Source: an optimization exercise on an open RTL-to-GDS flow (aim: small area, a short achievable clock period and few clock cycles per item). Production flows keep margins and buffers that such runs may drop. No run shown here included a check of the RTL's function; only the layout flow was run. Power figures rest on the tool's default switching activity, not on a simulated workload.

--- run.sh ---
#!/bin/bash
# synth_recipe.tcl (not shown) runs the flow's synth.tcl, then flattens the netlist and writes it again
# the make line also repeats each setting of config.mk as NAME=value (left out here)
make -C /OpenROAD-flow-scripts/flow DESIGN_CONFIG=/design/flow/config.mk WORK_HOME=/design/flow/orfs CLKGATE_MAP_FILE= SYNTH_SCRIPT=/design/flow/synth_recipe.tcl finish
--- config.mk ---
export PLATFORM = sky130hd
export DESIGN_NAME = de1soc_top
export DESIGN_NICKNAME = de1soc_top
export VERILOG_FILES = /design/flow/design.v
export SDC_FILE = /design/flow/constraint.sdc
export NUM_CORES = 4
export LEC_CHECK = 0
export ABC_CLOCK_PERIOD_IN_PS = 4000
export CAP_MARGIN = 20
export CORE_MARGIN = 2
export CORE_UTILIZATION = 40
export SLEW_MARGIN = 20
--- constraint.sdc ---
create_clock -name core_clock -period 16.0 [get_ports {clock}]
set_input_delay 3.2000 -clock core_clock [delete_from_list [all_inputs] [get_ports {clock}]]
set_output_delay 3.2000 -clock core_clock [all_outputs]
set_load 0.01 [all_outputs]
--- design.v ---
`default_nettype none
package stream_pkg;
    localparam int word_bits      = 32;
    localparam int spare_bits     = 12;
    localparam int sample_bits    = 18;
    localparam int out_value_bits = 30;
    typedef struct packed {
        logic                   soft_reset;    
        logic                   last;          
        logic [spare_bits-1:0]  spare;         
        logic [sample_bits-1:0] sample;        
    } in_word_t;
    typedef struct packed {
        logic                      zero;       
        logic                      last;       
        logic [out_value_bits-1:0] value;      
    } out_word_t;
endpackage
`default_nettype wire
`default_nettype none
package model_pkg;
    localparam int value_bits   = 18;
    localparam int q_frac       = 8;
    localparam int input_width  = 28;    
    localparam int out_channels = 10;
    localparam int acc_bits     = 40;    
    localparam int index_bits   = $clog2(input_width + 1);
    localparam int weight_bits  = 5;     
    typedef logic signed [value_bits-1:0]  value_t;
    typedef logic signed [weight_bits-1:0] weight_t;
    typedef struct packed {
        value_t value;
        logic   last;
    } sample_t;
    typedef value_t [out_channels-1:0] channel_vec_t;
    function automatic weight_t weight_of(input int c, input int i);
        int raw;
        int centred;
        raw = (7 * c + 3 * i) % 31;
        centred = raw - 15;
        weight_of = centred[weight_bits-1:0];    
    endfunction
endpackage
`default_nettype wire
`default_nettype none
module stream_slice #(
    parameter int width = 1
) (
    input  logic     clock,
    input  logic     reset,
    input  logic [width-1:0] in_data,
    input  logic     in_valid,
    output logic [width-1:0] out_data,
    output logic     out_valid,
    input  logic     downstream_stall,
    output logic     upstream_stall
);
    logic load;
    assign load = !out_valid || !downstream_stall;    
    assign upstream_stall = out_valid && downstream_stall;
    always_ff @(posedge clock) begin
        if (reset) begin
            out_valid <= 1'b0;
        end else if (load) begin
            out_valid <= in_valid;
        end
    end
    always_ff @(posedge clock) begin
        if (load) begin
            out_data <= in_data;
        end
    end
endmodule
`default_nettype wire
`default_nettype none
module word_decode (
    input  logic                 clock,
    input  logic                 reset,
    input  stream_pkg::in_word_t word,
    input  logic                 word_valid,
    input  logic                 exec_ready,
    output model_pkg::sample_t   sample,
    output logic                 sample_valid,
    output logic                 stage_reset,
    output logic                 word_stall
);
    logic soft_word;    
    assign soft_word = word_valid && word.soft_reset;
    assign stage_reset = reset || soft_word;
    assign sample.value = word.sample;
    assign sample.last  = word.last;
    assign sample_valid = word_valid && !word.soft_reset;
    assign word_stall = word_valid && !word.soft_reset && !exec_ready;
endmodule
`default_nettype wire
`default_nettype none
module dense_execute (
    input  logic                    clock,
    input  logic                    reset,
    input  model_pkg::sample_t      sample,
    input  logic                    sample_valid,
    output logic                    in_ready,
    output model_pkg::channel_vec_t result,
    output logic                    result_valid,
    input  logic                    result_taken
);
    localparam int channels = model_pkg::out_channels;
    localparam int acc_bits = model_pkg::acc_bits;
    localparam logic signed [acc_bits-1:0] sat_max = (1 <<< (model_pkg::value_bits - 1)) - 1;
    localparam logic signed [acc_bits-1:0] sat_min = -(1 <<< (model_pkg::value_bits - 1));
    logic signed [acc_bits-1:0] acc [channels];
    logic signed [acc_bits-1:0] term [channels];
    logic signed [acc_bits-1:0] sum_next [channels];
    logic [channels*model_pkg::value_bits-1:0] scaled;    
    logic [model_pkg::index_bits-1:0] index;    
    logic weighted;
    logic accept;
    assign in_ready = !result_valid;    
    assign accept   = sample_valid && in_ready;
    assign weighted = index < model_pkg::input_width;
    for (genvar c = 0; c < channels; c++) begin : g_channel
        logic signed [model_pkg::weight_bits-1:0] weight;
        logic signed [acc_bits-1:0] shifted;
        assign weight = model_pkg::weight_of(c, int'(index));
        assign term[c] = $signed(sample.value) * weight;
        assign sum_next[c] = weighted ? acc[c] + term[c] : acc[c];    
        assign shifted = sum_next[c] >>> model_pkg::q_frac;
        assign scaled[c*model_pkg::value_bits +: model_pkg::value_bits] =
            (shifted > sat_max) ? sat_max[model_pkg::value_bits-1:0] :
            (shifted < sat_min) ? sat_min[model_pkg::value_bits-1:0] :
                                  shifted[model_pkg::value_bits-1:0];
    end
    always_ff @(posedge clock) begin
        if (reset) begin
            for (int c = 0; c < channels; c++) begin
                acc[c] <= '0;
            end
            index        <= '0;
            result_valid <= 1'b0;
        end else begin
            if (result_taken) begin
                result_valid <= 1'b0;
            end
            if (accept) begin
                if (sample.last) begin
                    for (int c = 0; c < channels; c++) begin
                        acc[c] <= '0;
                    end
                    index        <= '0;
                    result_valid <= 1'b1;
                end else begin
                    for (int c = 0; c < channels; c++) begin
                        acc[c] <= sum_next[c];
                    end
                    if (weighted) begin
                        index <= index + 1'b1;
                    end
                end
            end
        end
    end
    always_ff @(posedge clock) begin
        if (accept && sample.last) begin
            result <= scaled;
        end
    end
endmodule
`default_nettype wire
`default_nettype none
module result_serialize (
    input  logic                    clock,
    input  logic                    reset,
    input  model_pkg::channel_vec_t vector,
    input  logic                    vector_valid,
    output logic                    vector_taken,
    output stream_pkg::out_word_t   word,
    output logic                    word_valid,
    input  logic                    downstream_stall
);
    localparam int chan_bits       = $clog2(model_pkg::out_channels);
    localparam int word_value_bits = stream_pkg::out_value_bits;
    localparam logic [chan_bits-1:0] last_channel = chan_bits'(model_pkg::out_channels - 1);
    logic                    buffer_valid;
    logic [model_pkg::out_channels*model_pkg::value_bits-1:0] buffer;    
    logic [chan_bits-1:0]    channel;    
    model_pkg::value_t       current;
    assign vector_taken = vector_valid && !buffer_valid;
    always_ff @(posedge clock) begin
        if (reset) begin
            buffer_valid <= 1'b0;
            channel      <= '0;
        end else if (vector_taken) begin
            buffer_valid <= 1'b1;
            channel      <= '0;
        end else if (buffer_valid && !downstream_stall) begin
            if (channel == last_channel) begin
                buffer_valid <= 1'b0;    
                channel      <= '0;
            end else begin
                channel <= channel + 1'b1;
            end
        end
    end
    always_ff @(posedge clock) begin
        if (vector_taken) begin
            buffer <= vector;
        end
    end
    assign current    = buffer[channel*model_pkg::value_bits +: model_pkg::value_bits];
    assign word_valid = buffer_valid;
    always_comb begin
        word.zero  = 1'b0;
        word.last  = buffer_valid && (channel == last_channel);
        word.value = {{(word_value_bits - model_pkg::value_bits){current[model_pkg::value_bits-1]}},
                      current};    
    end
endmodule
`default_nettype wire
`default_nettype none
module de1soc_top (
    input  logic        clock,
    input  logic        reset,
    input  logic [31:0] in_data,
    input  logic        in_valid,
    output logic        upstream_stall,
    output logic [31:0] out_data,
    output logic        out_valid,
    input  logic        downstream_stall
);
    localparam int CH = 10;
    logic        b_v, b_soft, b_last;
    logic [17:0] b_s;
    logic [4:0]  b_idx;      
    logic        nf;         
    logic        take;
    assign take = in_valid && !upstream_stall;
    always_ff @(posedge clock) begin
        b_v    <= !reset && take && !in_data[31];
        b_soft <= !reset && take && in_data[31];
        b_last <= in_data[30];
        b_s    <= in_data[17:0];
        if (reset) begin
            nf <= 1'b1;
        end else if (take) begin
            if (in_data[31]) begin
                nf <= 1'b1;
            end else begin
                nf    <= in_data[30];
                b_idx <= nf ? 5'd0 : (b_idx == 5'd28 ? 5'd28 : b_idx + 5'd1);
            end
        end
    end
    logic rst_q;
    always_ff @(posedge clock) rst_q <= reset;
    logic        step;       
    logic        first;      
    logic [22:0] p, p_next;  
    logic [25:0] v, v_next;  
    assign step  = b_v && (b_idx < 5'd28);
    assign first = b_v && (b_idx == 5'd0);
    assign p_next = (first ? 23'd0 : p) + (step ? {{5{b_s[17]}}, b_s} : 23'd0);
    assign v_next = first ? 26'd0 : v + (step ? {{3{p[22]}}, p} : 26'd0);
    always_ff @(posedge clock) begin
        p <= p_next;
        v <= v_next;
    end
    logic        full;       
    logic        busy;       
    logic        seq;        
    logic [3:0]  slot;       
    logic        comp;
    logic        xfer;
    assign comp = b_v && b_last;
    assign xfer = (comp || full) && !busy;
    always_ff @(posedge clock) begin
        if (reset || b_soft) full <= 1'b0;
        else if (xfer)       full <= 1'b0;
        else if (comp)       full <= 1'b1;
    end
    logic [22:0] s_sh;
    logic [25:0] v_sh;
    logic [4:0]  l_sh;
    always_ff @(posedge clock) begin
        if (xfer) begin
            s_sh <= p_next;
            v_sh <= v_next;
            l_sh <= (b_idx > 5'd27) ? 5'd27 : b_idx;
        end
    end
    function automatic int order_of(input int k);
        case (k)
            0: order_of = 4;  1: order_of = 8;  2: order_of = 0;  3: order_of = 3;
            4: order_of = 7;  5: order_of = 2;  6: order_of = 6;  7: order_of = 1;
            8: order_of = 5;  default: order_of = 9;
        endcase
    endfunction
    function automatic int pos_of(input int c);
        pos_of = 0;
        for (int k = 0; k < 10; k++) if (order_of(k) == c) pos_of = k;
    endfunction
    function automatic logic [31:0] wrap_set(input int c);
        wrap_set = '0;
        for (int j = 1; j < 28; j++) if ((7 * c + 3 * j) % 31 < 3) wrap_set[j] = 1'b1;
    endfunction
    logic [CH*29-1:0] qv;    
    localparam int NSEG = 5;             
    localparam int QW = 29;              
    for (genvar c = 0; c < CH; c++) begin : g_ch
        localparam int pos = pos_of(c);
        localparam logic [31:0] wset = wrap_set(c);
        logic        wrap, rd, clr;
        logic [24:0] q, addend, sum;
        logic [25:0] rc;
        logic [3:0]  pc;             
        logic [3:0]  pc_next;
        assign wrap = b_v && wset[b_idx];
        assign rd   = seq && (slot == 4'(pos));
        assign clr  = rst_q || rd || (b_soft && !(seq && slot < 4'(pos)));
        assign addend = wrap ? {{2{p[22]}}, p} : 25'd0;
        assign rc[0] = 1'b0;
        for (genvar k = 0; k < 25; k++) begin : g_rc
            wire ci = (k % 5 == 0 && k > 0) ? pc[k/5-1] : rc[k];
            assign sum[k]  = q[k] ^ addend[k] ^ ci;
            assign rc[k+1] = (q[k] & addend[k]) | (q[k] & ci) | (addend[k] & ci);
        end
        assign pc_next = {rc[20], rc[15], rc[10], rc[5]};
        always_ff @(posedge clock) begin
            if (clr) begin
                q  <= wrap ? addend : 25'd0;
                pc <= '0;
            end else begin
                q  <= sum;
                pc <= pc_next;
            end
        end
        assign qv[c*QW +: QW] = {pc, q};
    end
    function automatic logic [4:0] weight_of(input int c, input int i);
        int r;
        r = (7 * c + 3 * i) % 31 - 15;
        weight_of = r[4:0];
    endfunction
    logic [28:0] qs;
    logic [4:0]  wl;
    logic [3:0]  cs;
    always_comb begin
        qs = '0;
        cs = '0;
        wl = '0;
        for (int k = 0; k < 10; k++) begin
            if (slot == 4'(k)) begin
                qs = qv[order_of(k)*QW +: QW];
                cs = 4'(order_of(k));
                for (int l = 0; l < 28; l++) if (l_sh == 5'(l)) wl = weight_of(order_of(k), l);
            end
        end
    end
    logic        x_v;
    logic [3:0]  x_c;
    logic [24:0] x_q;
    logic [3:0]  x_pc;
    logic [4:0]  x_w;
    always_ff @(posedge clock) begin
        x_v <= !reset && seq;
        x_c <= cs;
        {x_pc, x_q} <= qs;
        x_w <= wl;
    end
    logic [25:0] pp [3];
    logic [2:0]  neg;
    for (genvar d = 0; d < 3; d++) begin : g_booth
        logic b2, b1, b0;
        logic one, two;
        logic [25:0] mag;
        assign b0 = (d == 0) ? 1'b0 : x_w[2*d-1];
        assign b1 = x_w[2*d];
        assign b2 = (d == 2) ? x_w[4] : x_w[2*d+1];
        assign one = b1 ^ b0;
        assign two = (b2 & !b1 & !b0) | (!b2 & b1 & b0);
        assign neg[d] = b2 & !(b1 & b0);
        assign mag = one ? 26'({{3{s_sh[22]}}, s_sh}) << (2*d) :
                     two ? 26'({{3{s_sh[22]}}, s_sh}) << (2*d+1) : 26'd0;
        assign pp[d] = mag ^ {26{neg[d]}};
    end
    logic [25:0] qx, corr, tot;
    assign qx = {x_q[24], x_q};
    assign corr = 26'd3 + 26'(neg[0]) + 26'(neg[1]) + 26'(neg[2])
                + (x_pc[0] ? 26'(31 << 5) : 26'd0) + (x_pc[1] ? 26'(31 << 10) : 26'd0)
                + (x_pc[2] ? 26'(31 << 15) : 26'd0) + (x_pc[3] ? 26'(31 << 20) : 26'd0);
    assign tot = (qx << 5) + ~qx + ~v_sh + ~(v_sh << 1) + pp[0] + pp[1] + pp[2] + corr;
    logic [CH*18-1:0] rbuf;
    always_ff @(posedge clock) begin
        if (reset) begin
            seq  <= 1'b0;
            slot <= '0;
        end else if (xfer) begin
            seq  <= 1'b1;
            slot <= '0;
        end else if (seq) begin
            slot <= slot + 4'd1;
            if (slot == 4'd9) seq <= 1'b0;
        end
    end
    for (genvar c = 0; c < CH; c++) begin : g_rbuf
        always_ff @(posedge clock) begin
            if (x_v && x_c == 4'(c)) rbuf[c*18 +: 18] <= tot[25:8];
        end
    end
    logic [3:0]  och;        
    logic        oload;
    logic [17:0] cur;
    logic        o_last;
    logic [17:0] o_val;
    assign oload = !out_valid || !downstream_stall;
    assign cur   = rbuf[och*18 +: 18];
    always_ff @(posedge clock) begin
        if (reset) begin
            busy      <= 1'b0;
            och       <= '0;
            out_valid <= 1'b0;
        end else begin
            if (oload) out_valid <= busy && !seq && !x_v;
            if (xfer) begin
                busy <= 1'b1;
                och  <= '0;
            end else if (busy && !seq && !x_v && oload) begin
                och <= och + 4'd1;
                if (och == 4'd9) busy <= 1'b0;
            end
        end
    end
    always_ff @(posedge clock) begin
        if (oload) begin
            o_val  <= cur;
            o_last <= (och == 4'd9);
        end
    end
    assign out_data = {1'b0, o_last, {12{o_val[17]}}, o_val};
    logic full_n, busy_n, lastb_n;
    always_comb begin
        full_n  = !reset && !b_soft && (xfer ? 1'b0 : (comp ? 1'b1 : full));
        busy_n  = !reset && (xfer || (busy && !(!seq && !x_v && oload && och == 4'd9)));
        lastb_n = !reset && take && !in_data[31] && in_data[30];
    end
    always_ff @(posedge clock) upstream_stall <= full_n || (busy_n && lastb_n);
endmodule
`default_nettype wire
==> qor.yml, run 1 <==
clk_pin_slew_ns: 0.06
overflow: 0
multi_input_area_sq_um: 23200
firstDrtPassIters: 5
outcome: "timing/DRC/antenna clean"
placed_cells: 5312
place_ws_ns: 8.55
holdPathEnd: "x_q[19]"
total_leakage_power_nw: 18.5
final_area_sq_um: 46200
postCtsSetupRepairBufs: 0
crit_chain: "buf_4, ha_1, buf_4, a211oi_2, buf_4, nor2_1, xor2_1, fa_1, fa_1, fa_1, inv_1, ha_1, ha_1, or3b_1, nor4_1, o2111ai_1, a31oi_1, o211ai_1, a21boi_1, o21a_1, nor2_1, xnor2_1"
synth_commonest_cells: "inv_1, dfxtp_1, fa_1"
routed-via-count: 28700
core_region_area_sq_um: 104000
cap_violations: 0
final_cells: 5448
setup_tns_ns: 0
yosysMostFrequentCell: "inv_1"
fillCellCount: 9703
ys_ff_latch: 672
drt-wirelength-per-cell_microns: 17.9
antenna_found_initial: 1
rr_endpoint: "rbuf[103]"
clock_path_buffers: 3
die_area_sq_um: 107000
cts_hold_buf: 0
ioPinCount: 70
required_ns: 16.31
synth-edff-count: 258
slew_headroom: 0.305
reg2reg_depth: 22
syn_inst: 4092
worst_slack_ns: 8.66
grt_pass1_wl_mm: 160
cts_buffers: 75
start_util: 0.404
hold_class: "flip-flop to flip-flop"
critPathLaunchType: "flip-flop"
setup_viol: 0
period_share: 0.459
portBuffers: 56
seq_area_sq_um: 16000
end_kind: "flip-flop"
rsz0062_at_grt: "false"
htreeDepth: 3
cp_max_fo: 46
ys_types: 88
drc: 0
netlist_area_sq_um: 41900
placementRows: 118
synthesis.nets: 4589
grt_max_degree: 62
nets: 4506
reg2reg_slack_ns: 8.66
reg2reg_from: "x_w[1]"
gp_congestion: 0.915
crit_slowest_cell: "xnor2_1"
synth_area_leaders: "dfxtp_1, edfxtp_1, fa_1, mux2_2, inv_1"
drt_iter0_drc: 2196
holdWs_ns: 0.492
drive_gt1_frac: 0.106
die_height_microns: 328
layout_min_cycle_time_ns: 7.34
skew_ns: 0.0284
yosysTopAreaCell: "dfxtp_1"
cts_tree: "yes"
finalHoldViolations: 0
syn2layout_area_growth_pct: 10.2
cp.arrival_ns: 7.64
cts_resized: 0
postPlaceCellArea_sq_um: 43700
ir_drop_mv: 0.226
crit_type: "flip-flop to flip-flop"
min_path_cells: 1
antenna_left: 0
synth_top_area_frac: 0.198
avgSynthCellArea_sq_um: 10.2
yosysSeqAreaShare: 0.383
clock_latency_ns: 0.64
synth_async_sr_flop_share: 0
ys.flop_type: "dfxtp_1"
tightest_slew_ns: 1.04
ys_warn_count: 2
clock_sinks: 672
hpwl_mm: 71.8
drt_wl_total_mm: 97.7
cpPeakStageDelay_ns: 0.76
fmax_mhz: 136
hp-start: "g_ch[5].q[19]"
viasPerCell: 5.28
drv_slew: 0
grt_pass1_vias: 29200
dieWidth_microns: 328
power_density_nw_per_um2: 158
clockRootBuffer: "clkbuf_16"
grt_usage: 0.184
-- sequential cells by signal (all words and copies together), names as in the netlist, 4 cells and up --
| register | count |
|---|---|
| l_sh | 5 |
| b_idx | 5 |
| s_sh | 23 |
| x_w | 5 |
| o_val | 18 |
| v_sh | 26 |
| x_pc | 4 |
| g_ch.pc | 40 |
| och | 4 |
| b_s | 18 |
| x_q | 25 |
| v | 26 |
| p | 23 |
| x_c | 4 |
| g_ch.q | 250 |
| rbuf | 180 |
| slot | 4 |
-- report_power, final --
group | leakage [nW] | switching [mW] | internal (mW)
Clock | 1.23 | 0.721 | 1.02
Sequential | 5.73 | 0.188 | 2.83
Combinational | 11.6 | 1.67 | 0.855
Total | 18.5 | 2.58 | 4.70
-- per-layer routing --
layer	GRT usage	routed length (microns)
met5	0	0
met4	0.0611	2990
met3	0.0251	4550
met2	0.304	45800
met1	0.251	44400
-- cells by family (layout without fill, tap and decap cells) --
logic type	count (synthesis)	in the layout	share of synthesized area
xor gates and xnor gates	143	143	0.0299
DFF	672	672	0.383
and+or+nand+nor	1072	1072	0.123
muxes	230	230	0.0701
other	1	3	0.0000895
adders and majority gates	461	461	0.203
buffers and inverters	718	692	0.0664
AOI/OAI and AO/OA	795	795	0.125
-- layout make-up --
| type | instances | area share |
|---|---|---|
| Clock buffer | 98 | 0.0451 |
| Tap cell | 1380 | 0.0374 |
| Multi-Input combinational cell | 2702 | 0.502 |
| Timing Repair Buffer | 132 | 0.0245 |
| Antenna cell | 2 | 0.000108 |
| Clock inverter | 36 | 0.00903 |
| Inverter | 426 | 0.0346 |
| Sequential cell | 672 | 0.348 |
-- through the flow --
stage | utilization | power (mW)
2_1_floorplan | - | 4.84
3_3_place_gp | 0.421 | 5.49
3_5_place_dp | 0.421 | 5.57
4_1_cts | 0.445 | 7.34
5_1_grt | 0.445 | 7.78
6_report | 0.445 | 7.28
-- how the worst max path moves through the flow --
| stage | from | end | slack, ns | cells past startpoint |
|---|---|---|---|---|
| 6_report | x_w[1] | rbuf[103] | 8.66 | 22 |
| 5_1_grt | x_w[1] | rbuf[103] | 8.06 | 22 |
| 4_1_cts | x_w[1] | rbuf[35] | 8.51 | 23 |
| 3_5_place_dp | x_w[1] | rbuf[121] | 8.55 | 22 |
| 3_3_place_gp | x_w[1] | rbuf[53] | 8.59 | 23 |
| 2_1_floorplan | x_w[2] | rbuf[107] | 9.84 | 22 |
-- critical path, delay by kind of cell (launching register included) --
| family | cells | cell delay (ns) |
|---|---|---|
| adders and majority gates | 6 | 2.32 |
| AOI/OAI and AO/OA | 6 | 1.54 |
| buffers and inverters | 4 | 0.97 |
| xor gates and xnor gates | 2 | 0.96 |
| and+or+nand+nor | 4 | 0.87 |
| DFF | 1 | 0.32 |
-- cell usage in the layout (no fill, tap or decap), types with 37 or more instances in the layout --
| cell type | Yosys | layout |
|---|---|---|
| ha_1 | 98 | 98 |
| nand2b_1 | 39 | 39 |
| dfxtp_1 | 414 | 410 |
| mux2_2 | 146 | 146 |
| a31oi_1 | 44 | 44 |
| a22oi_1 | 37 | 37 |
| inv_1 | 422 | 422 |
| and3_1 | 96 | 95 |
| clkdlybuf4s50_1 | 0 | 56 |
| clkbuf_16 | 0 | 75 |
| xor2_1 | 42 | 42 |
| and2_1 | 138 | 139 |
| mux2i_1 | 48 | 48 |
| a21oi_1 | 187 | 187 |
| edfxtp_1 | 258 | 258 |
| xnor2_1 | 101 | 101 |
| nand2_1 | 297 | 297 |
| fa_1 | 363 | 363 |
| buf_4 | 15 | 76 |
| o21ai_0 | 220 | 220 |
| nor2_1 | 273 | 265 |
| a221o_1 | 55 | 55 |
| nand3_1 | 113 | 113 |
==> inputs of run 2 (changes only) <==
--- a/config.mk
+++ b/config.mk
@@ -7,3 +7,2 @@
 export LEC_CHECK = 0
-export ABC_CLOCK_PERIOD_IN_PS = 4000
 export CAP_MARGIN = 20
==> qor.yml, run 2 <==
final_area_sq_um: 46200  # unchanged
hold_class: "flip-flop to flip-flop"
drive_gt1_frac: 0.106  # unchanged
ys_ff_latch: 672  # unchanged
skew_ns: 0.0284  # unchanged
cts_buffers: 75  # unchanged
rr_endpoint: "rbuf[103]"
cts_tree: "yes"
avgSynthCellArea_sq_um: 10.2  # unchanged
antenna_left: 0  # unchanged
htreeDepth: 3  # unchanged
postPlaceCellArea_sq_um: 43700  # unchanged
viasPerCell: 5.28  # unchanged
gp_congestion: 0.915  # unchanged
yosysTopAreaCell: "dfxtp_1"
firstDrtPassIters: 5  # unchanged
hpwl_mm: 71.8  # unchanged
cts_resized: 0  # unchanged
drv_slew: 0  # unchanged
ir_drop_mv: 0.226  # unchanged
dieWidth_microns: 328  # unchanged
crit_chain: "buf_4, ha_1, buf_4, a211oi_2, buf_4, nor2_1, xor2_1, fa_1, fa_1, fa_1, inv_1, ha_1, ha_1, or3b_1, nor4_1, o2111ai_1, a31oi_1, o211ai_1, a21boi_1, o21a_1, nor2_1, xnor2_1"
fmax_mhz: 136  # unchanged
top_regs: "g_ch.q x250, rbuf x180, g_ch.pc x40"
grt_pass1_wl_mm: 160  # unchanged
hp-start: "g_ch[5].q[19]"
reg2reg_slack_ns: 8.66  # about the same
cp_max_fo: 46  # unchanged
top_register: "g_ch.q"
cp.arrival_ns: 7.64  # about the same
synthesis.nets: 4589  # unchanged
total_leakage_power_nw: 18.5  # unchanged
syn_inst: 4092  # unchanged
ys_types: 88  # unchanged
ys_warn_count: 2  # unchanged
reg2reg_depth: 22  # unchanged
placementRows: 118  # unchanged
overflow: 0  # unchanged
cts_hold_buf: 0  # unchanged
synth_commonest_cells: "inv_1, dfxtp_1, fa_1"
drt_iter0_drc: 2196  # unchanged
syn2layout_area_growth_pct: 10.2  # unchanged
layout_common_cells: "inv_1, dfxtp_1, fa_1"
portBuffers: 56  # unchanged
holdPathEnd: "x_q[19]"
synth-edff-count: 258  # unchanged
nets: 4506  # unchanged
ys.flop_type: "dfxtp_1"
period_share: 0.459  # unchanged
die_height_microns: 328  # unchanged
clockRootBuffer: "clkbuf_16"
grt_max_degree: 62  # unchanged
drc: 0  # unchanged
grt_pass1_vias: 29200  # unchanged
required_ns: 16.31  # about the same
clock_latency_ns: 0.64  # about the same
yosysMostFrequentCell: "inv_1"
min_path_cells: 1  # unchanged
die_area_sq_um: 107000  # unchanged
fillCellCount: 9703  # unchanged
synth_area_leaders: "dfxtp_1, edfxtp_1, fa_1, mux2_2, inv_1"
cpPeakStageDelay_ns: 0.76  # about the same
crit_type: "flip-flop to flip-flop"
setup_tns_ns: 0  # unchanged
core_region_area_sq_um: 104000  # unchanged
slew_headroom: 0.305  # unchanged
finalHoldViolations: 0  # unchanged
ioPinCount: 70  # unchanged
final_common_cell: "inv_1"
start_util: 0.404  # unchanged
synth_top_area_frac: 0.198  # unchanged
clock_sinks: 672  # unchanged
critPathLaunchType: "flip-flop"
cap_violations: 0  # unchanged
critPathLaunch: "x_w[1]"
largest_register_ffs: 250  # unchanged
grt_usage: 0.184  # unchanged
end_kind: "flip-flop"
synth_async_sr_flop_share: 0  # unchanged
tightest_slew_ns: 1.04  # unchanged
clk_pin_slew_ns: 0.06  # about the same
power_density_nw_per_um2: 158  # unchanged
power_mw: 7.28  # unchanged
antenna_found_initial: 1  # unchanged
drt-wirelength-per-cell_microns: 17.9  # unchanged
clock_path_buffers: 3  # unchanged
outcome: "timing/DRC/antenna clean"
layout_min_cycle_time_ns: 7.34  # unchanged
rsz0062_at_grt: "false"
netlist_area_sq_um: 41900  # unchanged
routed-via-count: 28700  # unchanged
drt_wl_total_mm: 97.7  # unchanged
crit_slowest_cell: "xnor2_1"
postCtsSetupRepairBufs: 0  # unchanged
yosysSeqAreaShare: 0.383  # unchanged
reg2reg_from: "x_w[1]"
setup_viol: 0  # unchanged
run 2: critical path, delay by kind of cell, from the launching register on:
family	cells	cell delay, ns
flops	1	0.32
buf+inv	4	0.97
xor+xnor	2	0.96
fa+ha+maj	6	2.32
simple gates	4	0.87
compound gates	6	1.54
run 2: how the worst max path moves through the flow:
stage | slack [ns] | to
after floorplan | 9.84 | rbuf[107]
after global placement | 8.59 | rbuf[53]
after detailed placement | 8.55 | rbuf[121]
after CTS | 8.51 | rbuf[35]
after global routing | 8.06 | rbuf[103]
final | 8.66 | rbuf[103]
run 2: area by class of cell:
cell class | instances | area, sq um | share of cell area
clock buffer | 98 | 2080 | 0.0451
timing repair buffer | 132 | 1130 | 0.0245
clock inverter | 36 | 417 | 0.00903
tap | 1380 | 1730 | 0.0374
sequential | 672 | 16000 | 0.348
multi-input combinational | 2702 | 23200 | 0.502
antenna | 2 | 5.00 | 0.000108
inverter | 426 | 1600 | 0.0346
run 2: layer usage:
| metal | part of all wire | routed length, microns | GRT usage | vias to the layer above |
|---|---|---|---|---|
| met5 | 0 | 0 | 0 | - |
| met4 | 0.031 | 2990 | 0.0611 | 0 |
| met3 | 0.047 | 4550 | 0.0251 | 194 |
| met2 | 0.47 | 45800 | 0.304 | 696 |
| met1 | 0.45 | 44400 | 0.251 | 14100 |
| li1 | - | - | - | 13800 |
run 2: cell families (layout without fill, tap and decap cells):
group | after synthesis | after routing | synth area share
compound gates | 795 | 795 | 0.125
other cells | 1 | 3 | 0.0000895
mux | 230 | 230 | 0.0701
fa+ha+maj | 461 | 461 | 0.203
flops | 672 | 672 | 0.383
simple gates | 1072 | 1072 | 0.123
buf+inv | 718 | 692 | 0.0664
xor+xnor | 143 | 143 | 0.0299
run 2: where the power goes:
group          internal [mW]  switching, mW
sequential              2.83          0.188
clock                   1.02          0.721
combinational          0.855           1.67
total                   4.70           2.58
run 2: through the flow:
step	setup slack [ns]	hold WS, ns	util	std cells
2_1_floorplan	9.84	0.455	-	4092
3_3_place_gp	8.59	0.475	0.421	5312
3_5_place_dp	8.55	0.477	0.421	5312
4_1_cts	8.51	0.494	0.445	5446
5_1_grt	8.06	0.517	0.445	5446
6_report	8.66	0.492	0.445	5448
==> inputs of run 3 (changes only) <==
--- a/design.v
+++ b/design.v
@@ -230,13 +230,21 @@
     localparam int CH = 10;
-    logic        b_v, b_soft, b_last;
-    logic [17:0] b_s;
+    logic        b_v;        
+    logic        b_soft;     
+    logic        b_last;
+    logic        b_first;    
+    logic        b_stepn;    
+    logic [17:0] b_s;        
     logic [4:0]  b_idx;      
     logic        nf;         
-    logic        take;
-    assign take = in_valid && !upstream_stall;
-    always_ff @(posedge clock) begin
-        b_v    <= !reset && take && !in_data[31];
-        b_soft <= !reset && take && in_data[31];
-        b_last <= in_data[30];
-        b_s    <= in_data[17:0];
+    logic        take, take_s, wt;
+    assign take   = in_valid && !upstream_stall && !reset;
+    assign take_s = take && !in_data[31];
+    assign wt     = nf || (b_idx <= 5'd26);      
+    always_ff @(posedge clock) begin
+        b_v     <= take_s;
+        b_soft  <= take && in_data[31];
+        b_last  <= in_data[30];
+        b_first <= take_s && nf;
+        b_stepn <= take_s && !nf && wt;
+        b_s     <= (take_s && wt) ? in_data[17:0] : 18'd0;
         if (reset) begin
@@ -254,13 +262,7 @@
     always_ff @(posedge clock) rst_q <= reset;
-    logic        step;       
-    logic        first;      
-    logic [22:0] p, p_next;  
-    logic [25:0] v, v_next;  
-    assign step  = b_v && (b_idx < 5'd28);
-    assign first = b_v && (b_idx == 5'd0);
-    assign p_next = (first ? 23'd0 : p) + (step ? {{5{b_s[17]}}, b_s} : 23'd0);
-    assign v_next = first ? 26'd0 : v + (step ? {{3{p[22]}}, p} : 26'd0);
+    logic [22:0] p;          
+    logic [25:0] v;          
     always_ff @(posedge clock) begin
-        p <= p_next;
-        v <= v_next;
+        p <= (b_first ? 23'd0 : p) + {{5{b_s[17]}}, b_s};
+        v <= (b_first ? 26'd0 : v) + (b_stepn ? {{3{p[22]}}, p} : 26'd0);
     end
@@ -271,3 +273,3 @@
     logic        comp;
-    logic        xfer;
+    logic        xfer, xfer_d;
     assign comp = b_v && b_last;
@@ -278,11 +280,12 @@
         else if (comp)       full <= 1'b1;
+        xfer_d <= xfer;
     end
-    logic [22:0] s_sh;
-    logic [25:0] v_sh;
-    logic [4:0]  l_sh;
-    always_ff @(posedge clock) begin
-        if (xfer) begin
-            s_sh <= p_next;
-            v_sh <= v_next;
-            l_sh <= (b_idx > 5'd27) ? 5'd27 : b_idx;
+    logic [22:0] s_sh;       
+    logic [25:0] m_sh;       
+    logic [4:0]  l_sh;       
+    always_ff @(posedge clock) begin
+        if (xfer) l_sh <= (b_idx > 5'd27) ? 5'd27 : b_idx;
+        if (xfer_d) begin
+            s_sh <= p;
+            m_sh <= 26'd0 - (v + {v[24:0], 1'b0});
         end
@@ -304,5 +307,9 @@
     endfunction
-    logic [CH*29-1:0] qv;    
-    localparam int NSEG = 5;             
+    function automatic logic [4:0] weight_of(input int c, input int i);
+        int r;
+        r = (7 * c + 3 * i) % 31 - 15;
+        weight_of = r[4:0];
+    endfunction
     localparam int QW = 29;              
+    logic [CH*QW-1:0] qv;
     for (genvar c = 0; c < CH; c++) begin : g_ch
@@ -314,3 +321,2 @@
         logic [3:0]  pc;             
-        logic [3:0]  pc_next;
         assign wrap = b_v && wset[b_idx];
@@ -325,6 +331,5 @@
         end
-        assign pc_next = {rc[20], rc[15], rc[10], rc[5]};
         always_ff @(posedge clock) begin
             if (clr) begin
-                q  <= wrap ? addend : 25'd0;
+                q  <= addend;
                 pc <= '0;
@@ -332,3 +337,3 @@
                 q  <= sum;
-                pc <= pc_next;
+                pc <= {rc[20], rc[15], rc[10], rc[5]};
             end
@@ -337,10 +342,5 @@
     end
-    function automatic logic [4:0] weight_of(input int c, input int i);
-        int r;
-        r = (7 * c + 3 * i) % 31 - 15;
-        weight_of = r[4:0];
-    endfunction
-    logic [28:0] qs;
-    logic [4:0]  wl;
-    logic [3:0]  cs;
+    logic [QW-1:0] qs;
+    logic [4:0]    wl;
+    logic [3:0]    cs;
     always_comb begin
@@ -357,2 +357,12 @@
     end
+    logic [2:0] one, two, neg;
+    for (genvar d = 0; d < 3; d++) begin : g_booth
+        logic b2, b1, b0;
+        assign b0 = (d == 0) ? 1'b0 : wl[2*d-1];
+        assign b1 = wl[2*d];
+        assign b2 = (d == 2) ? wl[4] : wl[2*d+1];
+        assign one[d] = b1 ^ b0;
+        assign two[d] = (b2 & !b1 & !b0) | (!b2 & b1 & b0);
+        assign neg[d] = b2 & !(b1 & b0);
+    end
     logic        x_v;
@@ -361,3 +371,3 @@
     logic [3:0]  x_pc;
-    logic [4:0]  x_w;
+    logic [2:0]  x_one, x_two, x_neg;
     always_ff @(posedge clock) begin
@@ -366,19 +376,12 @@
         {x_pc, x_q} <= qs;
-        x_w <= wl;
+        x_one <= one;
+        x_two <= two;
+        x_neg <= neg;
     end
     logic [25:0] pp [3];
-    logic [2:0]  neg;
-    for (genvar d = 0; d < 3; d++) begin : g_booth
-        logic b2, b1, b0;
-        logic one, two;
+    for (genvar d = 0; d < 3; d++) begin : g_pp
         logic [25:0] mag;
-        assign b0 = (d == 0) ? 1'b0 : x_w[2*d-1];
-        assign b1 = x_w[2*d];
-        assign b2 = (d == 2) ? x_w[4] : x_w[2*d+1];
-        assign one = b1 ^ b0;
-        assign two = (b2 & !b1 & !b0) | (!b2 & b1 & b0);
-        assign neg[d] = b2 & !(b1 & b0);
-        assign mag = one ? 26'({{3{s_sh[22]}}, s_sh}) << (2*d) :
-                     two ? 26'({{3{s_sh[22]}}, s_sh}) << (2*d+1) : 26'd0;
-        assign pp[d] = mag ^ {26{neg[d]}};
+        assign mag = x_one[d] ? 26'({{3{s_sh[22]}}, s_sh}) << (2*d) :
+                     x_two[d] ? 26'({{3{s_sh[22]}}, s_sh}) << (2*d+1) : 26'd0;
+        assign pp[d] = mag ^ {26{x_neg[d]}};
     end
@@ -386,7 +389,14 @@
     assign qx = {x_q[24], x_q};
-    assign corr = 26'd3 + 26'(neg[0]) + 26'(neg[1]) + 26'(neg[2])
+    assign corr = 26'd1 + 26'(x_neg[0]) + 26'(x_neg[1]) + 26'(x_neg[2])
                 + (x_pc[0] ? 26'(31 << 5) : 26'd0) + (x_pc[1] ? 26'(31 << 10) : 26'd0)
                 + (x_pc[2] ? 26'(31 << 15) : 26'd0) + (x_pc[3] ? 26'(31 << 20) : 26'd0);
-    assign tot = (qx << 5) + ~qx + ~v_sh + ~(v_sh << 1) + pp[0] + pp[1] + pp[2] + corr;
-    logic [CH*18-1:0] rbuf;
+    assign tot = (qx << 5) + ~qx + m_sh + pp[0] + pp[1] + pp[2] + corr;
+    logic        y_v;
+    logic [3:0]  y_c;
+    logic [17:0] y_val;
+    always_ff @(posedge clock) begin
+        y_v   <= !reset && x_v;
+        y_c   <= x_c;
+        y_val <= tot[25:8];
+    end
     always_ff @(posedge clock) begin
@@ -403,5 +413,6 @@
     end
+    logic [CH*18-1:0] rbuf;
     for (genvar c = 0; c < CH; c++) begin : g_rbuf
         always_ff @(posedge clock) begin
-            if (x_v && x_c == 4'(c)) rbuf[c*18 +: 18] <= tot[25:8];
+            if (y_v && y_c == 4'(c)) rbuf[c*18 +: 18] <= y_val;
         end
@@ -410,2 +421,3 @@
     logic        oload;
+    logic        ordy;       
     logic [17:0] cur;
@@ -414,2 +426,3 @@
     assign oload = !out_valid || !downstream_stall;
+    assign ordy  = busy && !seq && !x_v && !y_v;
     assign cur   = rbuf[och*18 +: 18];
@@ -421,3 +434,3 @@
         end else begin
-            if (oload) out_valid <= busy && !seq && !x_v;
+            if (oload) out_valid <= ordy;
             if (xfer) begin
@@ -425,3 +438,3 @@
                 och  <= '0;
-            end else if (busy && !seq && !x_v && oload) begin
+            end else if (ordy && oload) begin
                 och <= och + 4'd1;
@@ -438,9 +451,7 @@
     assign out_data = {1'b0, o_last, {12{o_val[17]}}, o_val};
-    logic full_n, busy_n, lastb_n;
-    always_comb begin
-        full_n  = !reset && !b_soft && (xfer ? 1'b0 : (comp ? 1'b1 : full));
-        busy_n  = !reset && (xfer || (busy && !(!seq && !x_v && oload && och == 4'd9)));
-        lastb_n = !reset && take && !in_data[31] && in_data[30];
+    logic full_n;
+    assign full_n = !reset && !b_soft && !xfer && (comp || full);
+    always_ff @(posedge clock) begin
+        upstream_stall <= full_n || ((busy || xfer) && !reset && take_s && in_data[30]);
     end
-    always_ff @(posedge clock) upstream_stall <= full_n || (busy_n && lastb_n);
 endmodule
==> qor.yml, run 3 <==
outcome: "timing/DRC/antenna clean"
cp_max_fo: 14  # -70%
power_density_nw_per_um2: 144  # -8.8%
cts_buffers: 78  # +4.0%
routed-via-count: 30900  # +7.6%
end_kind: "flip-flop"
reg2reg_depth: 20  # -9.1%
syn2layout_area_growth_pct: 10.4
holdWs_ns: 0.326  # -0.166 ns
rr_endpoint: "y_val[17]"
synth_area_leaders: "dfxtp_1, edfxtp_1, fa_1, ha_1, mux2_2"
htreeDepth: 3  # unchanged
antenna_left: 0  # unchanged
drv_slew: 0  # unchanged
drt_iter0_drc: 2497  # +14%
start_util: 0.402  # -0.00220
seq_area_sq_um: 16600  # +3.6%
drc: 0  # unchanged
yosysMostFrequentCell: "inv_1"
yosysTopAreaCell: "dfxtp_1"
rsz0062_at_grt: "false"
min_path_cells: 0  # -1
setup_tns_ns: 0  # unchanged
clk_pin_slew_ns: 0.06  # about the same
grt_pass1_vias: 30800  # +5.6%
crit_type: "flip-flop to flip-flop"
grt_max_degree: 76  # +23%
cts_tree: "yes"
drt_wl_total_mm: 110  # +13%
layout_common_cells: "inv_1, dfxtp_1, fa_1"
largest_register_ffs: 250  # unchanged
ys_types: 82  # -6.8%
reg2reg_slack_ns: 9.85  # +1.19 ns
firstDrtPassIters: 6  # +1
synthesis.nets: 4814  # +4.9%
fillCellCount: 10200  # +5.1%
slew_headroom: 0.244  # -0.0615
portBuffers: 56  # unchanged
netlist_area_sq_um: 43600  # +4.0%
clock_path_buffers: 3  # unchanged
synth_commonest_cells: "inv_1, dfxtp_1, fa_1"
yosysSeqAreaShare: 0.381  # -0.00146
fmax_mhz: 163  # +19%
layout_min_cycle_time_ns: 6.15  # -1.19 ns
cap_violations: 0  # unchanged
viasPerCell: 5.44  # +3.1%
dieWidth_microns: 334  # +2.0%
cts_hold_buf: 0  # unchanged
postCtsSetupRepairBufs: 0  # unchanged
hpwl_mm: 76.8  # +6.9%
overflow: 0  # unchanged
gp_congestion: 0.939  # +2.6%
required_ns: 16.53  # +0.22 ns
antenna_found_initial: 11  # +10
hp-start: "x_c[2]"
tightest_slew_ns: 1.13  # +0.0906 ns
die_area_sq_um: 112000  # +4.0%
top_regs: "g_ch.q x250, rbuf x180, g_ch.pc x40"
hold_class: "flip-flop to flip-flop"
drt-wirelength-per-cell_microns: 19.4  # +8.0%
placementRows: 121  # +2.5%
reg2reg_from: "x_neg[1]"
final_common_cell: "inv_1"
top_register: "g_ch.q"
avgSynthCellArea_sq_um: 10.2  # -0.71%
ys.flop_type: "dfxtp_1"
ys_warn_count: 2  # unchanged
synth-edff-count: 258  # unchanged
finalHoldViolations: 0  # unchanged
critPathLaunchType: "flip-flop"
total_leakage_power_nw: 19.2  # +3.8%
grt_usage: 0.199  # +0.0147
cp.arrival_ns: 6.68  # -0.96 ns
period_share: 0.385  # -0.0741
drive_gt1_frac: 0.107  # +0.00142
setup_viol: 0  # unchanged
synth_top_area_frac: 0.204  # +0.00568
synth_async_sr_flop_share: 0  # unchanged
grt_pass1_wl_mm: 176  # +10%
clockRootBuffer: "clkbuf_16"
skew_ns: 0.0247  # -0.00368 ns
core_region_area_sq_um: 108000  # +4.6%
nets: 4738  # +5.1%
ys_ff_latch: 701  # +4.3%
syn_inst: 4287  # +4.8%
die_height_microns: 334  # +2.0%
clock_sinks: 701  # +4.3%
ioPinCount: 70  # unchanged
cts_resized: 0  # unchanged
clock_latency_ns: 0.64  # about the same
holdPathEnd: "y_c[2]"
multi_input_area_sq_um: 24100  # +4.0%
ir_drop_mv: 0.137  # -39%
[run 3: cell types whose count changed after synthesis, sizes merged, moves of 31 or more]
cell   change
nor2b     +32
o21ai     +37
ha        +52
and3      -57
mux2i     -43
and2      +31
xnor2     +40
a22oi     +36
inv       +38
[run 3: logic make-up (layout without fill, tap and decap cells)]
family | after synthesis | count (layout) | synth area share
AO/OA/AOI/OAI | 913 | 913 | 0.137
AND/OR/NAND/NOR | 1042 | 1042 | 0.116
buffers and inverters | 758 | 745 | 0.0679
adder cells (fa/ha/maj) | 491 | 491 | 0.200
XOR/XNOR | 180 | 180 | 0.0362
flip-flops | 701 | 701 | 0.381
multiplexers | 201 | 201 | 0.0614
other | 1 | 3 | 0.0000861
[run 3: worst max-delay path by stage]
stage,from,end,slack [ns],cells past startpoint
floorplan,x_two[1],y_val[17],10.63,22
global placement,x_neg[1],y_val[17],9.81,20
detailed placement,x_neg[1],y_val[17],9.77,20
CTS,x_neg[1],y_val[17],9.72,20
global route,x_neg[1],y_val[17],9.44,20
finish,x_neg[1],y_val[17],9.85,20
[run 3: area by class of cell]
cell class / instances / area share
diodes: 2 / 0.000104
clock inverters: 36 / 0.00949
multi-input cells: 2828 / 0.501
clock buffers: 107 / 0.0466
flip-flops and latches: 701 / 0.346
inverters: 464 / 0.0362
well taps: 1414 / 0.0368
repair buffers: 138 / 0.0246
[run 3: layer usage]
| layer | global-route usage | share of wire |
|---|---|---|
| met1 | 0.284 | 0.46 |
| met2 | 0.305 | 0.44 |
| met3 | 0.0312 | 0.063 |
| met4 | 0.0727 | 0.035 |
| met5 | 0 | 0.00034 |
[run 3: power by group]
group | leakage, nW | switching, mW | internal, mW | total (mW)
Sequential | 5.95 | 0.253 | 2.09 | 2.35
Combinational | 12.0 | 1.48 | 1.21 | 2.69
Clock | 1.33 | 0.762 | 1.12 | 1.88
Total | 19.2 | 2.49 | 4.43 | 6.92
[run 3: worst max-delay path, stage by stage, from the launching register on]
cell and delay, ns:
dfxtp_1 0.30, buf_4 0.26, clkinv_1 0.66, xnor2_1 0.50, fa_1 0.50, fa_1 0.54, inv_1 0.05, fa_1 0.47
inv_1 0.05, fa_1 0.47, inv_1 0.04, ha_1 0.30, nand3_1 0.07, o21ai_0 0.42, o2111a_1 0.32, o21bai_1 0.11
a21oi_1 0.29, a41oi_1 0.18, a21oi_1 0.25, a21oi_1 0.12, xnor2_1 0.13
[run 3: metrics by stage]
| stage | total power [mW] | cells | setup slack, ns | area, sq um | utilization |
|---|---|---|---|---|---|
| after global routing | 7.48 | 5688 | 9.44 | 48100 | 0.444 |
| after floorplan | 4.41 | 4287 | 10.63 | 43600 | - |
| final | 6.92 | 5690 | 9.85 | 48100 | 0.444 |
| after CTS | 7.01 | 5687 | 9.72 | 48100 | 0.444 |
| after detailed placement | 5.10 | 5544 | 9.77 | 45400 | 0.419 |
| after global placement | 5.06 | 5544 | 9.81 | 45400 | 0.419 |
==> inputs of run 4 (changes only) <==
--- a/config.mk
+++ b/config.mk
@@ -7,2 +7,3 @@
 export LEC_CHECK = 0
+export ABC_AREA = 1
 export CAP_MARGIN = 20
==> qor.yml, run 4 <==
outcome: "timing/DRC/antenna clean"
cp.arrival_ns: 14.68  # +8.00 ns
die_height_microns: 335  # +0.28%
clock_latency_ns: 0.65  # about the same
synthesis.nets: 5615  # +17%
synth_xor_area_frac: 0.0380  # +0.00179
postCtsSetupRepairBufs: 0  # unchanged
placementRows: 121  # unchanged
rsz0062_at_grt: "false"
synth-simple-area-share: 0.173  # +0.0564
required_ns: 16.51  # -0.02 ns
yosysMostFrequentCell: "nand2_1"
portBuffers: 56  # unchanged
grt_pass1_wl_mm: 193  # +9.3%
synth_commonest_cells: "nand2_1, inv_1, nor2_1"
cts_hold_buf: 0  # unchanged
cp_max_fo: 14  # unchanged
ir_drop_mv: 0.304  # +120%
clk_pin_slew_ns: 0.06  # about the same
routed-via-count: 33500  # +8.3%
cp_num_buf_inv: 2  # -3
cts_tree: "yes"
synth-edff-count: 258  # unchanged
drt-wirelength-per-cell_microns: 18.5  # -4.4%
fmax_mhz: 70.6  # -57%
cap_violations: 0  # unchanged
crit_type: "flip-flop to flip-flop"
skew_ns: 0.0401  # +0.0153 ns
core_region_area_sq_um: 109000  # +0.28%
syn_inst: 5088  # +19%
total_leakage_power_nw: 22.0  # +14%
tightest_slew_ns: 1.10  # -0.0314 ns
clockRootBuffer: "clkbuf_16"
gp_congestion: 0.970  # +3.3%
start_util: 0.403  # +0.00117
setup_viol: 0  # unchanged
synthAdderAreaFrac: 0.199  # -0.00114
drv_slew: 0  # unchanged
netlist_area_sq_um: 43800  # +0.57%
syn2layout_area_growth_pct: 10.6
clock_path_buffers: 3  # unchanged
grt_pass1_vias: 33300  # +8.2%
firstDrtPassIters: 5  # -1
ys.flop_type: "dfxtp_1"
final_common_cell: "nand2_1"
overflow: 0  # unchanged
final_cells: 6547  # +15%
antenna_found_initial: 2  # -9
cp_top_family: "simple AND/OR/NAND/NOR gates"
synth_async_sr_flop_share: 0  # unchanged
period_share: 0.886  # +0.501
viasPerCell: 5.12  # -5.9%
hp-start: "x_c[3]"
min_path_cells: 0  # unchanged
synth_top_family_by_area: "adder cells"
end_kind: "flip-flop"
ys_warn_count: 2  # unchanged
finalHoldViolations: 0  # unchanged
reg2reg_from: "l_sh[0]"
yosysSeqAreaShare: 0.379  # -0.00217
drive_gt1_frac: 0.0674  # -0.0395
antenna_left: 0  # unchanged
fillCellCount: 10700  # +4.7%
yosysTopAreaCell: "dfxtp_1"
reg2reg_slack_ns: 1.83  # -8.02 ns
drt_wl_total_mm: 121  # +10%
holdPathEnd: "y_c[3]"
crit_slowest_cell: "edfxtp_1"
cts_resized: 0  # unchanged
nets: 5595  # +18%
clock_sinks: 701  # unchanged
cpPeakStageDelay_ns: 0.92  # +0.26 ns
layout_min_cycle_time_ns: 14.17  # +8.02 ns
drt_iter0_drc: 2652  # +6.2%
drc: 0  # unchanged
placed_cells: 6399  # +15%
reg2reg_depth: 139  # +600%
top_register: "g_ch.q"
grt_usage: 0.219  # +0.0199
slew_headroom: 0.267  # +0.0227
hpwl_mm: 88.9  # +16%
grt_max_degree: 65  # -14%
rr_endpoint: "x_one[1]"
top_regs: "g_ch.q x250, rbuf x180, g_ch.pc x40"
die_area_sq_um: 112000  # +0.56%
cts_buffers: 79  # +1.3%
ys_types: 65  # -21%
ioPinCount: 70  # unchanged
critPathLaunchType: "flip-flop"
hold_class: "flip-flop to flip-flop"
cp_common_cell: "nand2_1"
synth_area_leaders: "dfxtp_1, edfxtp_1, fa_1, nand2_1, inv_1"
avgSynthCellArea_sq_um: 8.61  # -15%
ys_ff_latch: 701  # unchanged
power_density_nw_per_um2: 171  # +19%
htreeDepth: 3  # unchanged
setup_tns_ns: 0  # unchanged
synth_top_area_frac: 0.202  # -0.00116
path_depth: 139  # +600%
synth_compound_area_frac: 0.106  # -0.0311
synthMuxAreaShare: 0.0133  # -0.0481
dieWidth_microns: 335  # +0.28%
layout_common_cells: "nand2_1, inv_1, nor2_1"
largest_register_ffs: 250  # unchanged
-- run 4: cells by family after synthesis --
family / Yosys count
compound gates: 802
xor+xnor: 190
fa+ha+maj: 491
buf+inv: 988
flops: 701
mux: 53
other cells: 1
simple gates: 1862
-- run 4: cell type report --
cell class / instances / area (sq um) / area share
clock buffers: 119 / 2390 / 0.0493
multi-input cells: 3399 / 23200 / 0.479
repair buffers: 138 / 1220 / 0.0251
flip-flops and latches: 701 / 16600 / 0.343
diodes: 1 / 2.50 / 0.0000516
well taps: 1414 / 1770 / 0.0365
inverters: 749 / 2920 / 0.0602
clock inverters: 26 / 325 / 0.00671
-- run 4: metrics by stage --
step	cell area, sq um	hold slack [ns]	util	setup slack [ns]	power, mW
6_report	48500	0.330	0.446	1.83	8.28
5_1_grt	48500	0.331	0.446	0.128	8.97
4_1_cts	48400	0.329	0.445	2.32	8.33
3_5_place_dp	45700	0.312	0.420	2.39	6.41
3_3_place_gp	45700	0.314	0.420	2.19	6.38
2_1_floorplan	43800	0.310	-	6.34	5.15
-- run 4: layer usage --
layer / global-route usage / vias up / part of all wire
li1: - / 16300 / -
met3: 0.0250 / 201 / 0.048
met5: 0 / - / 0.00011
met2: 0.358 / 923 / 0.46
met4: 0.0637 / 2 / 0.027
met1: 0.306 / 16100 / 0.46
-- run 4: power breakdown --
| part | leakage [nW] | switching (mW) | total, mW | internal (mW) |
|---|---|---|---|---|
| Combinational | 14.7 | 2.55 | 4.05 | 1.50 |
| Clock | 1.33 | 0.757 | 1.89 | 1.13 |
| Sequential | 5.96 | 0.163 | 2.34 | 2.17 |
-- run 4: worst max-delay path by stage --
stage	start	endpoint	slack (ns)
2_1_floorplan	l_sh[3]	x_two[0]	6.34
3_3_place_gp	l_sh[1]	x_two[0]	2.19
3_5_place_dp	l_sh[0]	x_one[1]	2.39
4_1_cts	l_sh[0]	x_one[1]	2.32
5_1_grt	l_sh[1]	x_two[0]	0.13
6_report	l_sh[0]	x_one[1]	1.83
==> inputs of run 5 (changes only) <==
--- a/design.v
+++ b/design.v
@@ -295,3 +295,3 @@
             0: order_of = 4;  1: order_of = 8;  2: order_of = 0;  3: order_of = 3;
-            4: order_of = 7;  5: order_of = 2;  6: order_of = 6;  7: order_of = 1;
+            4: order_of = 1;  5: order_of = 7;  6: order_of = 2;  7: order_of = 6;
             8: order_of = 5;  default: order_of = 9;
@@ -380,2 +380,9 @@
     end
+    function automatic logic [51:0] csa(input logic [25:0] a, input logic [25:0] b,
+                                        input logic [25:0] c);
+        logic [25:0] s, k;
+        s = a ^ b ^ c;
+        k = (a & b) | (a & c) | (b & c);
+        csa = {k[24:0], 1'b0, s};
+    endfunction
     logic [25:0] pp [3];
@@ -387,8 +394,24 @@
     end
-    logic [25:0] qx, corr, tot;
+    logic [25:0] qx, corr;
     assign qx = {x_q[24], x_q};
-    assign corr = 26'd1 + 26'(x_neg[0]) + 26'(x_neg[1]) + 26'(x_neg[2])
-                + (x_pc[0] ? 26'(31 << 5) : 26'd0) + (x_pc[1] ? 26'(31 << 10) : 26'd0)
-                + (x_pc[2] ? 26'(31 << 15) : 26'd0) + (x_pc[3] ? 26'(31 << 20) : 26'd0);
-    assign tot = (qx << 5) + ~qx + m_sh + pp[0] + pp[1] + pp[2] + corr;
+    assign corr = (x_pc[0] ? 26'(31 << 5) : 26'd0) + (x_pc[1] ? 26'(31 << 10) : 26'd0)
+                + (x_pc[2] ? 26'(31 << 15) : 26'd0) + (x_pc[3] ? 26'(31 << 20) : 26'd0)
+                + 26'd1 + 26'(x_neg[0]) + 26'(x_neg[1]) + 26'(x_neg[2]);
+    logic [25:0] r1s, r1c, r2s, r2c, r3s, r3c, r4s, r4c, r5s, r5c;
+    assign {r1c, r1s} = csa(qx << 5, ~qx, m_sh);
+    assign {r2c, r2s} = csa(pp[0], pp[1], pp[2]);
+    assign {r3c, r3s} = csa(r1s, r1c, r2s);
+    assign {r4c, r4s} = csa(r2c, corr, r3s);
+    assign {r5c, r5s} = csa(r3c, r4s, r4c);
+    logic        z_v;
+    logic [3:0]  z_c;
+    logic [25:0] z_s, z_c2;
+    always_ff @(posedge clock) begin
+        z_v  <= !reset && x_v;
+        z_c  <= x_c;
+        z_s  <= r5s;
+        z_c2 <= r5c;
+    end
+    logic [25:0] tot;
+    assign tot = z_s + z_c2;
     logic        y_v;
@@ -397,4 +420,4 @@
     always_ff @(posedge clock) begin
-        y_v   <= !reset && x_v;
-        y_c   <= x_c;
+        y_v   <= !reset && z_v;
+        y_c   <= z_c;
         y_val <= tot[25:8];
@@ -426,3 +449,13 @@
     assign oload = !out_valid || !downstream_stall;
-    assign ordy  = busy && !seq && !x_v && !y_v;
+    logic [3:0]  wcnt;       
+    logic [3:0]  opos;       
+    always_comb begin
+        opos = '0;
+        for (int c = 0; c < 10; c++) if (och == 4'(c)) opos = 4'(pos_of(c));
+    end
+    always_ff @(posedge clock) begin
+        if (xfer)     wcnt <= '0;
+        else if (y_v) wcnt <= wcnt + 4'd1;
+    end
+    assign ordy  = busy && (wcnt > opos);
     assign cur   = rbuf[och*18 +: 18];
--- a/config.mk
+++ b/config.mk
@@ -7,3 +7,2 @@
 export LEC_CHECK = 0
-export ABC_AREA = 1
 export CAP_MARGIN = 20
==> qor.yml, run 5 <==
htreeDepth: 3  # unchanged
end_kind: "primary output"
drv_slew: 0  # unchanged
hpwl_mm: 77.2  # -13%
reg2reg_from: "b_idx[0]"
die_area_sq_um: 116000  # +3.0%
synth_commonest_cells: "dfxtp_1, inv_1, fa_1"
critPathLaunch: "o_val[17]"
setup_viol: 0  # unchanged
ir_drop_mv: 0.0823  # -73%
nets: 4855  # -13%
layout_common_cells: "dfxtp_1, inv_1, fa_1"
core_region_area_sq_um: 112000  # +3.2%
portBuffers: 56  # unchanged
ioPinCount: 70  # unchanged
antenna_found_initial: 1  # -1
power_mw: 6.28  # -24%
min_path_cells: 0  # unchanged
rsz0062_at_grt: "false"
drt_wl_total_mm: 108  # -11%
clk_pin_slew_ns: 0.06  # about the same
reg2reg_depth: 16  # -88%
firstDrtPassIters: 6  # +1
cp.arrival_ns: 1.79  # -12.89 ns
crit_type: "flip-flop to primary output"
synth_area_leaders: "dfxtp_1, edfxtp_1, fa_1, ha_1, mux2_2"
clock_sinks: 758  # +8.1%
final_cells: 5885  # -10%
grt_max_degree: 80  # +23%
crit_slowest_cell: "clkdlybuf4s50_1"
holdPathEnd: "y_c[0]"
cts_hold_buf: 0  # unchanged
drt-wirelength-per-cell_microns: 18.4  # -0.85%
placementRows: 123  # +1.7%
skew_ns: 0.0372  # -0.00287 ns
final_common_cell: "dfxtp_1"
postCtsSetupRepairBufs: 0  # unchanged
cts_tree: "yes"
setup_tns_ns: 0  # unchanged
synth-edff-count: 258  # unchanged
place_ws_ns: 10.59  # +8.20 ns
drc: 0  # unchanged
finalHoldViolations: 0  # unchanged
largest_register_ffs: 250  # unchanged
cp_num_buf_inv: 1  # -1
dieWidth_microns: 340  # +1.5%
cts_buffers: 83  # +5.1%
tightest_slew_ns: 1.04  # -0.0602 ns
clock_path_buffers: 3  # unchanged
ys_warn_count: 2  # unchanged
slew_headroom: 0.307  # +0.0402
clock_latency_ns: 0.65  # about the same
top_regs: "g_ch.q x250, rbuf x180, g_ch.pc x40"
fmax_mhz: 200  # +180%
clockRootBuffer: "clkbuf_16"
crit_chain: "clkdlybuf4s50_1"
rr_endpoint: "g_ch[7].q[9]"
cp_max_fo: 13  # -1
layout_min_cycle_time_ns: 4.99  # -9.18 ns
ys_ff_latch: 758  # +8.1%
ys.flop_type: "dfxtp_1"
start_util: 0.402  # -0.000627
syn_inst: 4398  # -14%
cp_top_family: "buffers and inverters"
cap_violations: 0  # unchanged
overflow: 0  # unchanged
hp-start: "z_c[0]"
period_share: 0.312  # -0.574
reg2reg_slack_ns: 11.41  # +9.58 ns
drive_gt1_frac: 0.108  # +0.0402
power_density_nw_per_um2: 126  # -26%
die_height_microns: 340  # +1.5%
total_leakage_power_nw: 19.8  # -10%
gp_congestion: 0.891  # -8.2%
syn2layout_area_growth_pct: 10.5
netlist_area_sq_um: 45200  # +3.0%
yosysMostFrequentCell: "dfxtp_1"
synth_async_sr_flop_share: 0  # unchanged
avgSynthCellArea_sq_um: 10.3  # +19%
critPathLaunchType: "flip-flop"
drt_iter0_drc: 2596  # -2.1%
grt_pass1_wl_mm: 176  # -8.7%
placed_cells: 5728  # -10%
yosysSeqAreaShare: 0.393  # +0.0140
cts_resized: 0  # unchanged
synth_top_area_frac: 0.222  # +0.0193
ys_types: 92  # +42%
grt_usage: 0.188  # -0.0308
grt_pass1_vias: 31900  # -4.4%
worst_slack_ns: 11.01  # +9.18 ns
cpPeakStageDelay_ns: 0.61  # -0.31 ns
viasPerCell: 5.34  # +4.3%
top_register: "g_ch.q"
required_ns: 12.80  # -3.71 ns
routed-via-count: 31400  # -6.3%
antenna_left: 0  # unchanged
yosysTopAreaCell: "dfxtp_1"
synthesis.nets: 4940  # -12%
hold_class: "flip-flop to flip-flop"
outcome: "timing/DRC/antenna clean"
-- run 5: power by group --
| part | switching [mW] | internal (mW) | total, mW |
|---|---|---|---|
| registers | 0.250 | 2.29 | 2.54 |
| logic | 0.981 | 0.764 | 1.74 |
| clock network | 0.820 | 1.18 | 2.00 |
| total | 2.05 | 4.23 | 6.28 |
-- run 5: through the flow --
step | hold slack [ns] | cell area, sq um | utilization
3_3_place_gp | 0.313 | 47000 | 0.419
3_5_place_dp | 0.313 | 47000 | 0.419
4_1_cts | 0.328 | 49900 | 0.445
6_report | 0.326 | 49900 | 0.445
2_1_floorplan | 0.310 | 45200 | -
5_1_grt | 0.330 | 49900 | 0.445
-- run 5: layout make-up --
cell class	count	area, sq um
antenna	1	2.50
clock buffer	104	2280
clock inverter	52	604
fill	10700	62300
inverter	425	1600
multi-input combinational	2908	24600
sequential	758	17800
tap	1500	1880
timing repair buffer	137	1180
-- run 5: worst max-delay path by stage --
stage                    to  slack, ns  cells past startpoint
6_report       out_data[22]      11.01                      1
5_1_grt        out_data[22]      10.88                      1
4_1_cts        out_data[22]      10.94                      1
3_5_place_dp         b_s[9]      10.59                      5
3_3_place_gp         b_s[9]      10.61                      5
2_1_floorplan       b_s[10]      11.42                      5
-- run 5: metal layers --
metal | vias up | GRT usage | share of wire | routed length [microns]
met5 | - | 0 | 0 | 0
met4 | 0 | 0.0531 | 0.024 | 2620
met3 | 183 | 0.0237 | 0.052 | 5610
met2 | 862 | 0.303 | 0.46 | 49900
met1 | 15400 | 0.266 | 0.46 | 49900
li1 | 14900 | - | - | -
-- run 5: logic make-up after synthesis --
group,count (synthesis),synth area share
and+or+nand+nor,1093,0.117
AOI/OAI and AO/OA,915,0.131
DFF,758,0.393
buffers and inverters,732,0.0642
adders and majority gates,506,0.198
muxes,201,0.0592
xor gates and xnor gates,192,0.0372
other,1,0.0000831
==> inputs of run 6 (changes only) <==
--- a/config.mk
+++ b/config.mk
@@ -9,3 +9,4 @@
 export CORE_MARGIN = 2
-export CORE_UTILIZATION = 40
+export CORE_UTILIZATION = 65
+export CTS_BUF_LIST = sky130_fd_sc_hd__clkbuf_8
 export SLEW_MARGIN = 20
==> qor.yml, run 6 <==
rsz0062_at_grt: "false"
yosysTopAreaCell: "dfxtp_1"
total_leakage_power_nw: 19.8  # +0.33%
viasPerCell: 5.95  # +11%
ioPinCount: 70  # unchanged
overflow: 0  # unchanged
utilization: 0.712  # +0.268
portBuffers: 56  # unchanged
crit_type: "flip-flop to primary output"
required_ns: 12.80  # about the same
ys_types: 92  # unchanged
clock_sinks: 758  # unchanged
synth_area_leaders: "dfxtp_1, edfxtp_1, fa_1, ha_1, mux2_2"
grt_max_degree: 82  # +2.5%
netlist_area_sq_um: 45200  # unchanged
antenna_left: 0  # unchanged
drive_gt1_frac: 0.115  # +0.00705
drc: 0  # unchanged
critPathLaunchType: "flip-flop"
largest_register_ffs: 250  # unchanged
cts_tree: "yes"
cp_top_family: "buffers and inverters"
power_density_nw_per_um2: 124  # -1.2%
clock_path_buffers: 3  # unchanged
drv_slew: 0  # unchanged
cts_resized: 0  # unchanged
clk_pin_slew_ns: 0.06  # about the same
period_share: 0.321  # +0.00913
tightest_slew_ns: 1.12  # +0.0812 ns
crit_chain: "clkdlybuf4s50_1"
clockRootBuffer: "clkbuf_8"
firstDrtPassIters: 6  # unchanged
crit_slowest_cell: "clkdlybuf4s50_1"
grt_pass1_wl_mm: 172  # -2.4%
top_register: "g_ch.q"
cap_violations: 0  # unchanged
syn2layout_area_growth_pct: 8.42
clock_latency_ns: 0.78  # +0.13 ns
htreeDepth: 3  # unchanged
nets: 4884  # +0.60%
ys_warn_count: 2  # unchanged
routed-via-count: 32000  # +1.9%
synth_top_area_frac: 0.222  # unchanged
cp_num_buf_inv: 1  # unchanged
postCtsSetupRepairBufs: 0  # unchanged
hp-start: "x_c[3]"
syn_inst: 4398  # unchanged
slew_headroom: 0.253  # -0.0542
avgSynthCellArea_sq_um: 10.3  # unchanged
cts_buffers: 121  # +46%
cp.arrival_ns: 1.94  # +0.15 ns
cp_max_fo: 13  # unchanged
outcome: "timing/DRC/antenna clean"
grt_usage: 0.303  # +0.114
antenna_found_initial: 1  # unchanged
drt_wl_total_mm: 105  # -2.5%
finalHoldViolations: 0  # unchanged
final_common_cell: "dfxtp_1"
yosysMostFrequentCell: "dfxtp_1"
yosysSeqAreaShare: 0.393  # unchanged
end_kind: "primary output"
hpwl_mm: 73.7  # -4.5%
layout_common_cells: "dfxtp_1, inv_1, fa_1"
placementRows: 96  # -22%
synth_commonest_cells: "dfxtp_1, inv_1, fa_1"
layout_min_cycle_time_ns: 5.14  # +0.146 ns
hold_class: "flip-flop to flip-flop"
drt-wirelength-per-cell_microns: 19.6  # +6.7%
drt_iter0_drc: 2873  # +11%
reg2reg_from: "b_idx[0]"
synth_async_sr_flop_share: 0  # unchanged
top_regs: "g_ch.q x250, rbuf x180, g_ch.pc x40"
ys_ff_latch: 758  # unchanged
ir_drop_mv: 0.0891  # +8.3%
setup_tns_ns: 0  # unchanged
start_util: 0.657  # +0.255
cpPeakStageDelay_ns: 0.61  # about the same
grt_pass1_vias: 31900  # +0.025%
synth-edff-count: 258  # unchanged
core_region_area_sq_um: 68700  # -39%
die_area_sq_um: 71600  # -38%
synthesis.nets: 4940  # unchanged
ys.flop_type: "dfxtp_1"
skew_ns: 0.0529  # +0.0157 ns
setup_viol: 0  # unchanged
cts_hold_buf: 0  # unchanged
fmax_mhz: 195  # -2.8%
critPathLaunch: "o_val[17]"
dieWidth_microns: 268  # -21%
die_height_microns: 268  # -21%
gp_congestion: 0.984  # +10%
power_mw: 6.09  # -3.0%
## run 6: cell families (layout without fill, tap and decap cells)
group / count (synthesis) / in the layout / share of synthesized area
fa+ha+maj: 506 / 506 / 0.198
compound gates: 915 / 915 / 0.131
xor+xnor: 192 / 192 / 0.0372
simple gates: 1093 / 1093 / 0.117
other cells: 1 / 4 / 0.0000831
flops: 758 / 758 / 0.393
mux: 201 / 201 / 0.0592
buf+inv: 732 / 780 / 0.0642
## run 6: final cells by class
class,instances,area [sq um]
repair buffers,128,1100
well taps,931,1160
flip-flops and latches,758,17800
fillers,5298,19800
diodes,3,7.51
clock buffers,156,2150
multi-input cells,2908,24600
inverters,425,1600
clock inverters,71,597
## run 6: path summary, 6_finish.rpt
check                                      to  depth (start not counted)  slack (ns)
worst max-delay path             out_data[18]                          1       10.86
worst min-delay path                   z_c[3]                          0        0.32
worst max register to register  g_ch[7].q[14]                         17       11.51
worst min register to register         z_c[3]                          0        0.32
## run 6: where the power goes
part / switching (mW) / total [mW] / leakage (nW) / internal [mW]
clock network: 0.799 / 1.81 / 1.55 / 1.01
registers: 0.311 / 2.60 / 6.43 / 2.29
logic: 0.919 / 1.68 / 11.8 / 0.762
total: 2.03 / 6.09 / 19.8 / 4.06
## run 6: per-layer routing
metal	vias to the layer above	GRT usage	part of all wire
met3	211	0.0416	0.057
met1	15800	0.416	0.44
met5	-	0	0
met2	1024	0.500	0.48
li1	15000	-	-
met4	0	0.0953	0.027
## run 6: metrics by stage
step	setup slack (ns)	hold slack (ns)	std cells	area, sq um
finish	10.86	0.322	5380	49000
CTS	10.78	0.324	5377	48900
global route	10.75	0.334	5379	48900
global placement	10.68	0.310	5150	46200
detailed placement	10.64	0.312	5150	46200
floorplan	11.42	0.310	4398	45200

Re-timed with assumed drivers on the ports (clkbuf_16 on the clock, buf_2 on other inputs), run 6 has 10.792 ns of setup slack against 10.861 ns with ideal ports, and 10.617 ns once port delays also move by the mid clock arrival of 0.817 ns.
